This design comes from an exercise in tuning for small area, a short achievable clock period and few clock cycles per item on the open sky130 flow, not from production work. RTL that was checked went through simulation tests only; none was proved equivalent to the original. Power figures rest on the tool's default switching activity, not on a simulated workload.

==> try-delta <==
==> flow/design.v <==
`default_nettype none
package fixflo_pkg;
  localparam int DATA_W = 16;
  localparam int FRAC_W = 8;    
  localparam int MAN_W    = 10;
  localparam int EXP_W    = 5;
  localparam int EXP_BIAS = 15;
  localparam int EXP_MAX  = 31;
  localparam logic [DATA_W-1:0] QNAN = 16'h7E00;
  localparam int ADR_W = 3;
  localparam logic [ADR_W-1:0] REG_A      = 3'd0;
  localparam logic [ADR_W-1:0] REG_B      = 3'd1;
  localparam logic [ADR_W-1:0] REG_CTRL   = 3'd2;  
  localparam logic [ADR_W-1:0] REG_RESULT = 3'd3;
  localparam logic [ADR_W-1:0] REG_STATUS = 3'd4;
  localparam int STAT_FLAGS_LSB = 0;
  localparam int STAT_DONE      = 8;
  typedef enum logic [1:0] {
    OP_FIX_ADD = 2'd0,
    OP_FIX_MUL = 2'd1,
    OP_FLT_MUL = 2'd2
  } op_e;   
  typedef struct packed {
    logic overflow;
    logic zero;
    logic nan;
    logic prec_lost;
  } flags_t;
endpackage
`default_nettype wire
`timescale 1ns/1ps
`default_nettype none
module fixflo_top (
  input  logic                          clk,
  input  logic                          reset,
  input  logic                          wb_cyc,
  input  logic                          wb_stb,
  input  logic                          wb_we,
  input  logic [fixflo_pkg::ADR_W-1:0]  wb_adr,
  input  logic [fixflo_pkg::DATA_W-1:0] wb_dat_i,
  output logic [fixflo_pkg::DATA_W-1:0] wb_dat_o,
  output logic                          wb_ack
);
  localparam logic [1:0] OP_ADD = 2'd0;
  localparam logic [1:0] OP_MUL = 2'd1;
  localparam logic [1:0] OP_FLT = 2'd2;
  logic [15:0] reg_a, reg_b;
  logic [15:0] res;         
  logic [3:0]  flags;       
  logic        done;
  logic        busy;        
  logic        fin;         
  logic [1:0]  op;
  logic [2:0]  cnt;         
  logic [15:0] acc;
  logic        sticky;
  logic        c_flt, c_add, c_keep;
  logic [1:0]  d;
  logic req, acc_en, wr, rd_result, ctrl_wr;
  logic [1:0] opc;
  assign req       = wb_cyc & wb_stb;
  assign acc_en    = req & ~wb_ack;
  assign wr        = acc_en & wb_we;
  assign rd_result = acc_en & ~wb_we & (wb_adr == fixflo_pkg::REG_RESULT);
  assign opc       = wb_dat_i[1:0];
  assign ctrl_wr   = wr & (wb_adr == fixflo_pkg::REG_CTRL);
  logic [15:0] x;
  logic [15:0] acc_in;
  logic [17:0] sum;
  assign x      = c_flt ? {6'b000001, reg_a[9:0]} : reg_a;
  assign acc_in = (acc & {16{c_keep}}) | (reg_b & {16{c_add}});
  assign sum    = {2'b00, acc_in} + ({2'b00, x} & {18{d[0]}}) + ({1'b0, x, 1'b0} & {18{d[1]}});
  logic last;
  always_comb
    case (op)
      OP_MUL:  last = (cnt == 3'd7);
      OP_FLT:  last = (cnt == 3'd4);
      default: last = 1'b1;
    endcase
  logic       busy_nx, fin_nx;
  logic [1:0] op_nx;
  logic [2:0] cnt_nx;
  always_comb
  begin
    busy_nx = busy;
    fin_nx  = fin;
    op_nx   = op;
    cnt_nx  = cnt;
    if (reset)
    begin
      busy_nx = 1'b0;
      fin_nx  = 1'b0;
      cnt_nx  = 3'd0;
    end
    else if (ctrl_wr)
    begin
      busy_nx = (opc != 2'd3);
      fin_nx  = 1'b0;
      op_nx   = opc;
      cnt_nx  = (opc == OP_MUL) ? 3'd1 : 3'd0;
    end
    else if (fin)
    begin
      busy_nx = 1'b0;
      fin_nx  = 1'b0;
      cnt_nx  = 3'd0;
    end
    else if (busy)
    begin
      cnt_nx = cnt + 3'd1;
      fin_nx = last;
    end
  end
  logic        sr;
  logic [4:0]  ea, eb;
  logic [9:0]  fa, fb;
  logic        a_zero, b_zero, a_inf, b_inf, a_nan, b_nan;
  logic [5:0]  e_sum;
  logic [5:0]  e_unb;
  logic        c_nan, c_inf, c_zero;
  logic [11:0] pre;           
  assign sr     = reg_a[15] ^ reg_b[15];
  assign ea     = reg_a[14:10];
  assign eb     = reg_b[14:10];
  assign fa     = reg_a[9:0];
  assign fb     = reg_b[9:0];
  assign a_zero = (ea == 5'd0);
  assign b_zero = (eb == 5'd0);
  assign a_inf  = (ea == 5'd31) & (fa == 10'd0);
  assign b_inf  = (eb == 5'd31) & (fb == 10'd0);
  assign a_nan  = (ea == 5'd31) & (fa != 10'd0);
  assign b_nan  = (eb == 5'd31) & (fb != 10'd0);
  assign c_nan  = a_nan | b_nan | (a_inf & b_zero) | (b_inf & a_zero);
  assign c_inf  = a_inf | b_inf;
  assign c_zero = a_zero | b_zero;
  assign e_sum  = {1'b0, ea} + {1'b0, eb};
  assign e_unb  = e_sum - 6'd15;
  logic ovf0, ovf1, uf0, uf1;
  assign ovf0 = (e_sum >= 6'd46);
  assign ovf1 = (e_sum >= 6'd45);
  assign uf0  = (e_sum <  6'd16);
  assign uf1  = (e_sum <  6'd15);
  assign pre = {c_nan,
                ~c_nan & (c_inf | (~c_zero & ovf0)),
                ~c_nan & (c_inf | (~c_zero & ovf1)),
                ~c_nan & ~c_inf & (c_zero | uf0),
                ~c_nan & ~c_inf & (c_zero | uf1),
                ~c_zero & uf0,
                ~c_zero & uf1,
                e_unb[4:0]};
  logic [11:0] s_top;         
  logic        n;
  logic [9:0]  mant;
  logic [4:0]  f_exp;
  logic        f_nan, f_inf, f_zero, f_uf;
  logic [15:0] f_res;
  logic [3:0]  f_flags;
  assign s_top  = acc[11:0] + {1'b1, fa};    
  assign n      = s_top[11];
  assign mant   = n ? s_top[10:1] : s_top[9:0];
  assign f_exp  = n ? res[4:0] + 5'd1 : res[4:0];
  assign f_nan  = res[11];
  assign f_inf  = n ? res[9] : res[10];
  assign f_zero = n ? res[7] : res[8];
  assign f_uf   = n ? res[5] : res[6];
  always_comb
  begin
    if (f_nan)
      f_res = fixflo_pkg::QNAN;
    else if (f_inf)
      f_res = {sr, 5'h1F, 10'h0};
    else if (f_zero)
      f_res = {sr, 15'h0};
    else
      f_res = {sr, f_exp, mant};
  end
  assign f_flags = {f_inf, f_zero, f_nan,
                    f_uf | (~f_nan & ~f_inf & ~f_zero & (sticky | (n & s_top[0])))};
  logic [15:0] res_nx;
  logic [3:0]  flags_nx;      
  always_comb
  begin
    case (op)
      OP_MUL:
      begin
        res_nx   = {acc[7:0], res[7:0]};
        flags_nx = {(|acc[15:8]), (res_nx == 16'h0), 1'b0, sticky};
      end
      OP_FLT:
      begin
        res_nx   = f_res;
        flags_nx = f_flags;
      end
      default:
      begin
        res_nx   = {acc[13:0], res[7:6]};
        flags_nx = {acc[14], (res_nx == 16'h0), 2'b00};
      end
    endcase
  end
  always_ff @(posedge clk)
  begin
    acc    <= sum[17:2];
    busy   <= busy_nx;
    fin    <= fin_nx;
    op     <= op_nx;
    cnt    <= cnt_nx;
    c_flt  <= busy_nx & ~fin_nx & (op_nx == OP_FLT);
    c_add  <= busy_nx & ~fin_nx & (op_nx == OP_ADD);
    c_keep <= busy_nx & ~fin_nx & (cnt_nx != 3'd0);
    d      <= (busy_nx & (op_nx == OP_ADD)) ? 2'b01 : reg_b[2*cnt_nx +: 2];
    if (reset)
    begin
      wb_ack <= 1'b0;
      reg_a  <= '0;
      reg_b  <= '0;
      res    <= '0;
      flags  <= '0;
      done   <= 1'b0;
    end
    else
    begin
      wb_ack <= acc_en;
      if (wr && wb_adr == fixflo_pkg::REG_A) reg_a <= wb_dat_i;
      if (wr && wb_adr == fixflo_pkg::REG_B) reg_b <= wb_dat_i;
      if (rd_result) done <= 1'b0;
      if (fin)
      begin
        res   <= res_nx;
        flags <= flags_nx;
        done  <= 1'b1;
      end
      else if (busy)
      begin
        if ((op == OP_MUL && cnt[2]) || op == OP_ADD)
          res[7:0] <= {sum[1:0], res[7:2]};
        if (op == OP_FLT)
          res[11:0] <= pre;
      end
    end
    if (!busy || (!fin && (op == OP_FLT || !cnt[2])))
      sticky <= (c_keep & sticky) | (|sum[1:0]);
  end
  logic sel_a, sel_b, sel_res, sel_stat;
  always_ff @(posedge clk)
  begin
    sel_a    <= (wb_adr == fixflo_pkg::REG_A);
    sel_b    <= (wb_adr == fixflo_pkg::REG_B);
    sel_res  <= (wb_adr == fixflo_pkg::REG_RESULT);
    sel_stat <= (wb_adr == fixflo_pkg::REG_STATUS);
  end
  assign wb_dat_o = (reg_a & {16{sel_a}}) | (reg_b & {16{sel_b}}) | (res & {16{sel_res}}) |
                    ({7'd0, done, 4'd0, flags} & {16{sel_stat}});
endmodule
`default_nettype wire
==> flow/run.sh <==
#!/bin/bash
# synth_recipe.tcl (not shown) runs the flow's synth.tcl, then flattens the netlist and writes it again
# the make line also repeats each setting of config.mk as NAME=value (left out here)
make -C /OpenROAD-flow-scripts/flow DESIGN_CONFIG=/design/flow/config.mk WORK_HOME=/design/flow/orfs CLKGATE_MAP_FILE= SYNTH_SCRIPT=/design/flow/synth_recipe.tcl finish
==> flow/config.mk <==
export PLATFORM = sky130hd
export DESIGN_NAME = fixflo_top
export DESIGN_NICKNAME = fixflo_top
export VERILOG_FILES = /design/flow/design.v
export SDC_FILE = /design/flow/constraint.sdc
export NUM_CORES = 4
export LEC_CHECK = 0
export CAP_MARGIN = 20
export CORE_MARGIN = 2
export CORE_UTILIZATION = 40
export CTS_BUF_LIST = sky130_fd_sc_hd__clkbuf_8
export SETUP_SLACK_MARGIN = 4.5
export SLEW_MARGIN = 20
==> flow/constraint.sdc <==
create_clock -name core_clock -period 7.7 [get_ports {clk}]
set_input_delay 1.5400 -clock core_clock [delete_from_list [all_inputs] [get_ports {clk}]]
set_output_delay 1.5400 -clock core_clock [all_outputs]
set_load 0.01 [all_outputs]
==> try-ember (differences from try-delta) <==
--- a/flow/design.v
+++ b/flow/design.v
@@ -57,5 +57,5 @@
   logic        c_flt, c_add, c_keep;
   logic [1:0]  d;
-  logic req, acc_en, wr, rd_result, ctrl_wr;
+  logic req, acc_en, wr, rd_result, ctrl_wr, ab_wr, b_wr;
   logic [1:0] opc;
   assign req       = wb_cyc & wb_stb;
@@ -65,4 +65,6 @@
   assign opc       = wb_dat_i[1:0];
   assign ctrl_wr   = wr & (wb_adr == fixflo_pkg::REG_CTRL);
+  assign b_wr      = wr & (wb_adr == fixflo_pkg::REG_B);
+  assign ab_wr     = wr & ((wb_adr == fixflo_pkg::REG_A) | (wb_adr == fixflo_pkg::REG_B));
   logic [15:0] x;
   logic [15:0] acc_in;
@@ -78,38 +80,46 @@
       default: last = 1'b1;
     endcase
-  logic       busy_nx, fin_nx;
-  logic [1:0] op_nx;
-  logic [2:0] cnt_nx;
-  always_comb
-  begin
-    busy_nx = busy;
-    fin_nx  = fin;
-    op_nx   = op;
-    cnt_nx  = cnt;
-    if (reset)
-    begin
-      busy_nx = 1'b0;
-      fin_nx  = 1'b0;
-      cnt_nx  = 3'd0;
-    end
-    else if (ctrl_wr)
-    begin
-      busy_nx = (opc != 2'd3);
-      fin_nx  = 1'b0;
-      op_nx   = opc;
-      cnt_nx  = (opc == OP_MUL) ? 3'd1 : 3'd0;
-    end
-    else if (fin)
-    begin
-      busy_nx = 1'b0;
-      fin_nx  = 1'b0;
-      cnt_nx  = 3'd0;
+  logic       busy_st, fin_st;
+  logic [2:0] cnt_st;
+  always_comb
+  begin
+    busy_st = busy;
+    fin_st  = fin;
+    cnt_st  = cnt;
+    if (reset || fin)
+    begin
+      busy_st = 1'b0;
+      fin_st  = 1'b0;
+      cnt_st  = 3'd0;
     end
     else if (busy)
     begin
-      cnt_nx = cnt + 3'd1;
-      fin_nx = last;
-    end
-  end
+      cnt_st = cnt + 3'd1;
+      fin_st = last;
+    end
+    else
+      cnt_st = {2'b00, ~ab_wr & (cnt == 3'd0)};
+  end
+  logic       st_step;
+  logic       st_flt, st_add, st_keep;
+  logic [1:0] st_d;
+  logic       ln_flt, ln_add, ln_keep;
+  logic [1:0] ln_d;
+  logic [2:0]  ln_cnt;
+  assign st_step = busy_st & ~fin_st;
+  assign st_flt  = ~busy_st | (op == OP_FLT);
+  assign st_add  = st_step & (op == OP_ADD);
+  assign st_keep = (cnt_st != 3'd0);
+  assign st_d    = st_add    ? 2'b01 :
+                   busy_st   ? reg_b[2*cnt_st +: 2] :
+                   b_wr      ? wb_dat_i[1:0] :          
+                   cnt_st[0] ? reg_b[3:2] : reg_b[1:0];
+  assign ln_flt  = (opc == OP_FLT) | (opc == 2'd3);
+  assign ln_add  = (opc == OP_ADD);
+  assign ln_keep = (opc == OP_FLT);
+  assign ln_cnt  = (opc == OP_FLT) ? cnt + 3'd1 : 3'd0;
+  assign ln_d    = ln_add ? 2'b01 : (opc == OP_FLT) ? (cnt[0] ? reg_b[5:4] : reg_b[3:2]) : reg_b[1:0];
+  logic go;                   
+  assign go = ctrl_wr & ~reset;
   logic        sr;
   logic [4:0]  ea, eb;
@@ -135,5 +145,5 @@
   assign c_zero = a_zero | b_zero;
   assign e_sum  = {1'b0, ea} + {1'b0, eb};
-  assign e_unb  = e_sum - 6'd15;
+  assign e_unb  = {1'b0, ea + eb + 5'd17};    
   logic ovf0, ovf1, uf0, uf1;
   assign ovf0 = (e_sum >= 6'd46);
@@ -202,12 +212,12 @@
   begin
     acc    <= sum[17:2];
-    busy   <= busy_nx;
-    fin    <= fin_nx;
-    op     <= op_nx;
-    cnt    <= cnt_nx;
-    c_flt  <= busy_nx & ~fin_nx & (op_nx == OP_FLT);
-    c_add  <= busy_nx & ~fin_nx & (op_nx == OP_ADD);
-    c_keep <= busy_nx & ~fin_nx & (cnt_nx != 3'd0);
-    d      <= (busy_nx & (op_nx == OP_ADD)) ? 2'b01 : reg_b[2*cnt_nx +: 2];
+    busy   <= go ? (opc != 2'd3) : busy_st;
+    fin    <= go ? 1'b0 : fin_st;
+    op     <= go ? opc : op;
+    cnt    <= go ? ln_cnt : cnt_st;
+    c_flt  <= go ? ln_flt : st_flt;
+    c_add  <= go ? ln_add : st_add;
+    c_keep <= go ? ln_keep : st_keep;
+    d      <= go ? ln_d : st_d;
     if (reset)
     begin
==> flow/flow/run.sh (new file) <==
#!/bin/bash
set -euo pipefail
work=$(pwd)
{
  echo "include $work/config.mk"
  echo "export BUFFER_PORTS_ARGS = -buffer_cell sky130_fd_sc_hd__buf_2"
} > "$work/own_config.mk"
sed "s#DESIGN_CONFIG=[^ ]*#DESIGN_CONFIG=$work/own_config.mk#" standard.sh > own_standard.sh
bash own_standard.sh > "$work/own_flow.log" 2>&1
==> flow/standard.sh (new file) <==
#!/bin/bash
# synth_recipe.tcl (not shown) runs the flow's synth.tcl, then flattens the netlist and writes it again
# the make line also repeats each setting of config.mk as NAME=value (left out here)
make -C /OpenROAD-flow-scripts/flow DESIGN_CONFIG=/design/flow/config.mk WORK_HOME=/design/flow/orfs CLKGATE_MAP_FILE= SYNTH_SCRIPT=/design/flow/synth_recipe.tcl "${@:-finish}"
- ABC_AREA: unset -> 1
- CTS_BUF_LIST: sky130_fd_sc_hd__clkbuf_8 -> unset
- SETUP_SLACK_MARGIN: 4.5 -> 4.4
removed: flow/run.sh
==> try-raven (differences from try-delta) <==
--- a/flow/design.v
+++ b/flow/design.v
@@ -57,5 +57,5 @@
   logic        c_flt, c_add, c_keep;
   logic [1:0]  d;
-  logic req, acc_en, wr, rd_result, ctrl_wr;
+  logic req, acc_en, wr, rd_result, launch;
   logic [1:0] opc;
   assign req       = wb_cyc & wb_stb;
@@ -64,5 +64,5 @@
   assign rd_result = acc_en & ~wb_we & (wb_adr == fixflo_pkg::REG_RESULT);
   assign opc       = wb_dat_i[1:0];
-  assign ctrl_wr   = wr & (wb_adr == fixflo_pkg::REG_CTRL);
+  assign launch    = wr & (wb_adr == fixflo_pkg::REG_CTRL) & (opc != 2'd3) & ~busy;
   logic [15:0] x;
   logic [15:0] acc_in;
@@ -93,8 +93,7 @@
       cnt_nx  = 3'd0;
     end
-    else if (ctrl_wr)
-    begin
-      busy_nx = (opc != 2'd3);
-      fin_nx  = 1'b0;
+    else if (launch)
+    begin
+      busy_nx = 1'b1;
       op_nx   = opc;
       cnt_nx  = (opc == OP_MUL) ? 3'd1 : 3'd0;
@@ -242,14 +241,21 @@
       sticky <= (c_keep & sticky) | (|sum[1:0]);
   end
-  logic sel_a, sel_b, sel_res, sel_stat;
+  logic [15:0] status;
+  always_comb
+  begin
+    status      = '0;
+    status[8]   = done | fin;
+    status[3:0] = fin ? flags_nx : flags;
+  end
   always_ff @(posedge clk)
   begin
-    sel_a    <= (wb_adr == fixflo_pkg::REG_A);
-    sel_b    <= (wb_adr == fixflo_pkg::REG_B);
-    sel_res  <= (wb_adr == fixflo_pkg::REG_RESULT);
-    sel_stat <= (wb_adr == fixflo_pkg::REG_STATUS);
-  end
-  assign wb_dat_o = (reg_a & {16{sel_a}}) | (reg_b & {16{sel_b}}) | (res & {16{sel_res}}) |
-                    ({7'd0, done, 4'd0, flags} & {16{sel_stat}});
+    case (wb_adr)
+      fixflo_pkg::REG_A:      wb_dat_o <= reg_a;
+      fixflo_pkg::REG_B:      wb_dat_o <= reg_b;
+      fixflo_pkg::REG_RESULT: wb_dat_o <= res;
+      fixflo_pkg::REG_STATUS: wb_dat_o <= status;
+      default:                wb_dat_o <= '0;
+    endcase
+  end
 endmodule
 `default_nettype wire
- ABC_CLOCK_PERIOD_IN_PS: unset -> 2400
- CTS_BUF_LIST: sky130_fd_sc_hd__clkbuf_8 -> unset
- SETUP_SLACK_MARGIN: 4.5 -> 5
==> try-pepper (differences from try-delta) <==
--- a/flow/design.v
+++ b/flow/design.v
@@ -78,38 +78,39 @@
       default: last = 1'b1;
     endcase
-  logic       busy_nx, fin_nx;
-  logic [1:0] op_nx;
-  logic [2:0] cnt_nx;
-  always_comb
-  begin
-    busy_nx = busy;
-    fin_nx  = fin;
-    op_nx   = op;
-    cnt_nx  = cnt;
-    if (reset)
-    begin
-      busy_nx = 1'b0;
-      fin_nx  = 1'b0;
-      cnt_nx  = 3'd0;
-    end
-    else if (ctrl_wr)
-    begin
-      busy_nx = (opc != 2'd3);
-      fin_nx  = 1'b0;
-      op_nx   = opc;
-      cnt_nx  = (opc == OP_MUL) ? 3'd1 : 3'd0;
-    end
-    else if (fin)
-    begin
-      busy_nx = 1'b0;
-      fin_nx  = 1'b0;
-      cnt_nx  = 3'd0;
+  logic       busy_st, fin_st;
+  logic [2:0] cnt_st;
+  always_comb
+  begin
+    busy_st = busy;
+    fin_st  = fin;
+    cnt_st  = cnt;
+    if (reset || fin)
+    begin
+      busy_st = 1'b0;
+      fin_st  = 1'b0;
+      cnt_st  = 3'd0;
     end
     else if (busy)
     begin
-      cnt_nx = cnt + 3'd1;
-      fin_nx = last;
-    end
-  end
+      cnt_st = cnt + 3'd1;
+      fin_st = last;
+    end
+  end
+  logic       st_step;
+  logic       st_flt, st_add, st_keep;
+  logic [1:0] st_d;
+  logic       ln_flt, ln_add, ln_keep;
+  logic [1:0] ln_d;
+  assign st_step = busy_st & ~fin_st;
+  assign st_flt  = st_step & (op == OP_FLT);
+  assign st_add  = st_step & (op == OP_ADD);
+  assign st_keep = st_step & (cnt_st != 3'd0);
+  assign st_d    = st_add ? 2'b01 : reg_b[2*cnt_st +: 2];
+  assign ln_flt  = (opc == OP_FLT);
+  assign ln_add  = (opc == OP_ADD);
+  assign ln_keep = (opc == OP_MUL);
+  assign ln_d    = ln_add ? 2'b01 : ln_keep ? reg_b[3:2] : reg_b[1:0];
+  logic go;                   
+  assign go = ctrl_wr & ~reset;
   logic        sr;
   logic [4:0]  ea, eb;
@@ -135,5 +136,5 @@
   assign c_zero = a_zero | b_zero;
   assign e_sum  = {1'b0, ea} + {1'b0, eb};
-  assign e_unb  = e_sum - 6'd15;
+  assign e_unb  = {1'b0, ea + eb + 5'd17};    
   logic ovf0, ovf1, uf0, uf1;
   assign ovf0 = (e_sum >= 6'd46);
@@ -202,12 +203,12 @@
   begin
     acc    <= sum[17:2];
-    busy   <= busy_nx;
-    fin    <= fin_nx;
-    op     <= op_nx;
-    cnt    <= cnt_nx;
-    c_flt  <= busy_nx & ~fin_nx & (op_nx == OP_FLT);
-    c_add  <= busy_nx & ~fin_nx & (op_nx == OP_ADD);
-    c_keep <= busy_nx & ~fin_nx & (cnt_nx != 3'd0);
-    d      <= (busy_nx & (op_nx == OP_ADD)) ? 2'b01 : reg_b[2*cnt_nx +: 2];
+    busy   <= go ? (opc != 2'd3) : busy_st;
+    fin    <= go ? 1'b0 : fin_st;
+    op     <= go ? opc : op;
+    cnt    <= go ? {2'b00, ln_keep} : cnt_st;
+    c_flt  <= go ? ln_flt : st_flt;
+    c_add  <= go ? ln_add : st_add;
+    c_keep <= go ? ln_keep : st_keep;
+    d      <= go ? ln_d : st_d;
     if (reset)
     begin
==> flow/flow/run.sh (new file) <==
#!/bin/bash
set -euo pipefail
work=$(pwd)
{
  echo "include $work/config.mk"
  echo "export BUFFER_PORTS_ARGS = -buffer_cell sky130_fd_sc_hd__buf_2"
} > "$work/own_config.mk"
sed "s#DESIGN_CONFIG=[^ ]*#DESIGN_CONFIG=$work/own_config.mk#" standard.sh > own_standard.sh
bash own_standard.sh > "$work/own_flow.log" 2>&1
==> flow/standard.sh (new file) <==
#!/bin/bash
# synth_recipe.tcl (not shown) runs the flow's synth.tcl, then flattens the netlist and writes it again
# the make line also repeats each setting of config.mk as NAME=value (left out here)
make -C /OpenROAD-flow-scripts/flow DESIGN_CONFIG=/design/flow/config.mk WORK_HOME=/design/flow/orfs CLKGATE_MAP_FILE= SYNTH_SCRIPT=/design/flow/synth_recipe.tcl "${@:-finish}"
- CTS_BUF_LIST: sky130_fd_sc_hd__clkbuf_8 -> unset
- SETUP_SLACK_MARGIN: 4.5 -> 4.3
removed: flow/run.sh
==> results.py <==
metrics = {
    "logic_synthesis": {
        "synth_top_area_frac": 0.281,
        "synth_area_leaders": "dfxtp_1 28%, ha_1 7.5%, mux2i_1 5.7%",
    },
    "run_status": {
        "status": "timing/DRC/antenna clean",
    },
    "cells_and_area": {
        "finalInstanceArea_sq_um": 9080,
        "buffer_area_frac": 0.109,
        "nNonClkBuffers": 106,
    },
    "worst_setup_path": {
        "critPathLaunch": "c_keep",
        "cp_num_buf_inv": 2,
    },
    "pwr": {
        "power_clock_mw": 0.470,
    },
    "route": {
        "vias": 6963,
    },
    "floorplan": {
        "die_area_sq_um": 18500,
    },
}
the above is filed under try-raven

==> results.py <==
metrics = {
    "run_status": {
        "status": "timing/DRC/antenna clean",
    },
    "place": {
        "gp_congestion": 0.903,
    },
    "floorplan": {
        "die_area_sq_um": 17700,
    },
    "pwr": {
        "power_clock_mw": 0.342,
    },
    "worst_setup_path": {
        "cp_num_buf_inv": 3,
    },
    "route": {
        "vias": 6347,
    },
    "cells_and_area": {
        "nNonClkBuffers": 62,
    },
}
the above is filed under try-delta

==> results.py <==
metrics = {
    "pwr": {
        "power_clock_mw": 0.420,
    },
    "logic_synthesis": {
        "synth_area_leaders": "dfxtp_1 25%, ha_1 7.9%, fa_1 6.6%",
        "synth_top_area_frac": 0.253,
    },
    "worst_setup_path": {
        "cp_num_buf_inv": 1,
    },
    "cells_and_area": {
        "finalInstanceArea_sq_um": 7380,
        "seq_share": 0.242,
        "buffer_area_frac": 0.0368,
        "nNonClkBuffers": 49,
    },
    "route": {
        "vias": 6368,
    },
    "run_status": {
        "status": "timing/DRC/antenna clean",
    },
    "min_path": {
        "holdPathEnd": "wb_ack",
    },
}
the above is filed under try-pepper

==> results.py <==
metrics = {
    "run_status": {
        "status": "timing/DRC/antenna clean",
    },
    "route": {
        "vias": 7201,
        "finalWirelength_um": 24100,
    },
    "cells_and_area": {
        "nNonClkBuffers": 48,
        "seq_area_sq_um": 1780,
        "final_common_cell": "nand2_1",
        "buffer_area_frac": 0.0337,
    },
    "pwr": {
        "ir_drop_uv": 110,
        "power_clock_mw": 0.435,
    },
    "worst_setup_path": {
        "cp_num_buf_inv": 2,
        "critPathLaunch": "wb_cyc",
    },
    "logic_synthesis": {
        "synth_top_area_frac": 0.240,
        "synth_area_leaders": "dfxtp_1 24%, nand2_1 13%, inv_1 10%",
    },
}
the above is filed under try-ember

Testbench counts of try-delta, summed over its fixed seeds: cycles 32,316, ops 2,400.
Testbench counts of try-ember, summed over its fixed seeds: cycles 31,048, ops 2,400.
Testbench counts of try-raven, summed over its fixed seeds: cycles 32,316, ops 2,400.
For try-pepper, only the layout was checked, not whether the RTL still works.

[what the ideal ports hide]
The results above use ideal ports. As a check the final layouts listed here were re-extracted and re-timed, cells and wires unchanged. Step 1: set_driving_cell puts a clkbuf_16 on clk and a buf_2 on each other input, an assumption about the parent block. Step 2 moves the port delays by t, midway between the first and last clock arrival at a register: inputs arrive t later, outputs are due t later. That takes back most of the time a late clock gives input paths. Three values: ideal ports, drivers, drivers and shift; two values: the first two.
run	t (ns)	setup slack, ns	clock arrival spread, ns	pins driven straight from the clock port
try-delta	0.417	4.461 / 4.424 / 4.163	0.012 / 0.012	1
try-ember	0.397	4.465 / 4.457 / 4.084	0.010 / 0.009	1
try-raven	0.406	4.536 / 4.536 / 4.169	0.014 / 0.014	1
try-pepper	0.396	4.388 / 4.344 / 4.154	0.010 / 0.010	1
After both steps setup and hold are still met in every run listed. For try-ember, which loses most, drivers alone change the setup slack by -0.008 ns; drivers and shift together by -0.381 ns.
